Background: an optimization exercise with open tools, aiming at a short achievable clock period and few clock cycles per item. Do not read the settings as production practice. RTL that was checked went through simulation tests only; none was proved equivalent to the original. Power is estimated from default activity; no workload was simulated.

==> flow/design.v (excerpt) <==
module cpu16_backend
(
    input  logic    clk,
    input  logic    reset,
    input  logic    in_valid,
    output logic    in_ready,
    input  logic [15:0] in_instr,
    output logic    retire_valid,
    input  logic    retire_ready,
    output logic [32:0]  retire,
    output logic [REGVAL_W-1:0] regval
);
For scale: roughly 510 flip-flops.
clock: 5.0 ns
lec_check: 0
abc_clock_period_in_ps: 2000
cap_margin: 20
core_margin: 2
core_utilization: 30
place_density: 0.5
setup_slack_margin: 2.6
slew_margin: 20
tns_end_percent: 100
run.sh (not shown) runs the stock make flow with config.mk's settings and CLKGATE_MAP_FILE= SYNTH_SCRIPT=/design/flow/synth_recipe.tcl, a recipe that flattens the netlist after the stock synthesis.
The starting point completed without violations.
Testbench counts at the start, summed over its fixed seeds: cycles 3,224, instructions 3,200.
Next try:
- ABC_CLOCK_PERIOD_IN_PS: 2000 -> default
- CORE_UTILIZATION: 30 -> 40
- PLACE_DENSITY: 0.5 -> 0.6
- SETUP_SLACK_MARGIN: 2.6 -> default
- TNS_END_PERCENT: 100 -> default
Outcome:
- via count goes down by 5.6%
- sequential cell count does not change
- fmax goes down by 16%
- non-clock buffer count goes down by 108
- combinational power fell by 27%
Next try:
- ABC_CLOCK_PERIOD_IN_PS: default -> 1500
- SETUP_SLACK_MARGIN: default -> 3.0
- TNS_END_PERCENT: default -> 100
What happened: Total power came out higher by 19%. Utilization came out higher by 11 points. Cell count came out higher by 9.4%. Sequential power came out higher by about 0.9%. Worst hold slack got worse by 0.0030 ns. Count of clock-buffer cells in the layout came out higher by 2. Design area came out higher by 22%. Fmax came out higher by 20%.

========
## beta
Another version of the RTL of cpu16_backend (not shown whole).
For scale: roughly 180 I/O pins.
clock: 5.0 ns
lec_check: 0
abc_clock_period_in_ps: 1000
cap_margin: 20
core_margin: 2
core_utilization: 30
place_density: 0.5
setup_slack_margin: 3.2
slew_margin: 20
tns_end_percent: 100
standard.sh (not shown) runs the stock make flow with config.mk's settings and CLKGATE_MAP_FILE= SYNTH_SCRIPT=/design/flow/synth_recipe.tcl, a recipe that flattens the netlist after the stock synthesis.
==> flow/flow/run.sh <==
#!/bin/bash
# The standard layout, except that synthesis leaves adders to ABC instead of
# mapping them onto the library's half- and full-adder cells, and the slow
# majority cell is kept out of the netlist.
set -euo pipefail
PLAT=$(sed -n '/^export DONT_USE_CELLS +=/,/[^\\]$/p' "$FLOW_HOME/platforms/sky130hd/config.mk" | sed -e 's/export DONT_USE_CELLS +=//' -e 's/\\//g' | tr -s ' \n' ' ')
SLOW="sky130_fd_sc_hd__maj3_* sky130_fd_sc_hd__or4_* sky130_fd_sc_hd__or4b_* sky130_fd_sc_hd__or4bb_* sky130_fd_sc_hd__nor4_* sky130_fd_sc_hd__nor4b_* sky130_fd_sc_hd__nor4bb_* sky130_fd_sc_hd__a2111o_* sky130_fd_sc_hd__o2111a_* sky130_fd_sc_hd__mux4_*"
echo "DONT_USE_CELLS=$PLAT $SLOW" > dont_use.txt
bash standard.sh ADDER_MAP_FILE= "DONT_USE_CELLS=$PLAT $SLOW" finish > flow.log 2>&1
### beta -> gamma
==> flow/flow/run.sh <==
#!/bin/bash
# The standard layout, except that synthesis leaves adders to ABC instead of
# mapping them onto the library's half- and full-adder cells, and the slow
# majority cell is kept out of the netlist.
set -euo pipefail
PLAT=$(sed -n '/^export DONT_USE_CELLS +=/,/[^\\]$/p' "$FLOW_HOME/platforms/sky130hd/config.mk" | sed -e 's/export DONT_USE_CELLS +=//' -e 's/\\//g' | tr -s ' \n' ' ')
SLOW="sky130_fd_sc_hd__maj3_*"
echo "DONT_USE_CELLS=$PLAT $SLOW" > dont_use.txt
bash standard.sh ADDER_MAP_FILE= "DONT_USE_CELLS=$PLAT $SLOW" finish > flow.log 2>&1
### Flow results
- In the metrics for gamma and beta, the one carrying the higher global-route usage is beta.
- Looking at via count of the routed design, gamma sits 6.8% below beta.
- The utilization after layout of beta and that of gamma are within noise of each other.
- Summary of gamma over beta: fraction of area in multi-input gates moved down; number of nets in the synthesized netlist moved down; final critical-path setup slack moved down.
- On proportion of layout cells with a drive suffix above 1: between gamma and beta, it ends up higher for gamma.
- Going from beta to gamma, cell area lost about 1.6%, routed wire length saw a decrease, synthesized area moved down.
- Per the final summary, gamma finished and its layout is clean on timing, DRC and antenna.
- On gamma: count of routing violations after the opening detailed-route iteration is 9.5% lower than what beta gave.
No run of this note included a check of the RTL's function; only the layout flow was run.

==> static timing again, ports no longer ideal <==
Ports are ideal in the flow. The routed layouts listed here were re-timed in OpenROAD. Step 1 (the two cells are an assumption about what drives the block):
set clk [get_ports {clk}]
set_driving_cell -lib_cell sky130_fd_sc_hd__clkbuf_16 $clk
set_driving_cell -lib_cell sky130_fd_sc_hd__buf_2 [delete_from_list [all_inputs] $clk]
Step 2 adds t to the input delays and takes it off the output delays; t is the mean of the earliest and latest rising clock arrival at the registers after step 1. Input paths then give back, and output paths get back, about the clock's delay inside the block. Three values: ideal, step 1, step 2; two values: the first two.
| run | t (ns) | setup WS [ns] | worst data-port slew with drivers (ns) | pins driven straight from the clock port |
|---|---|---|---|---|
| the first run of note 1 | 0.698 | 2.057 / 2.057 / 1.680 | 0.08 | 1 |
| the second run of note 1 | 0.672 | 1.507 / 1.507 / 0.931 | 0.06 | 1 |
| the third run of note 1 | 0.689 | 2.082 / 2.082 / 1.811 | 0.05 | 1 |
| beta | 0.718 | 2.861 / 2.797 / 2.283 | 0.07 | 1 |
| gamma | 0.713 | 2.853 / 2.790 / 2.351 | 0.06 | 1 |
After both steps every run listed still meets setup and hold. The setup slack of beta, which loses most, moves by -0.064 ns with the drivers and by -0.578 ns with both steps.
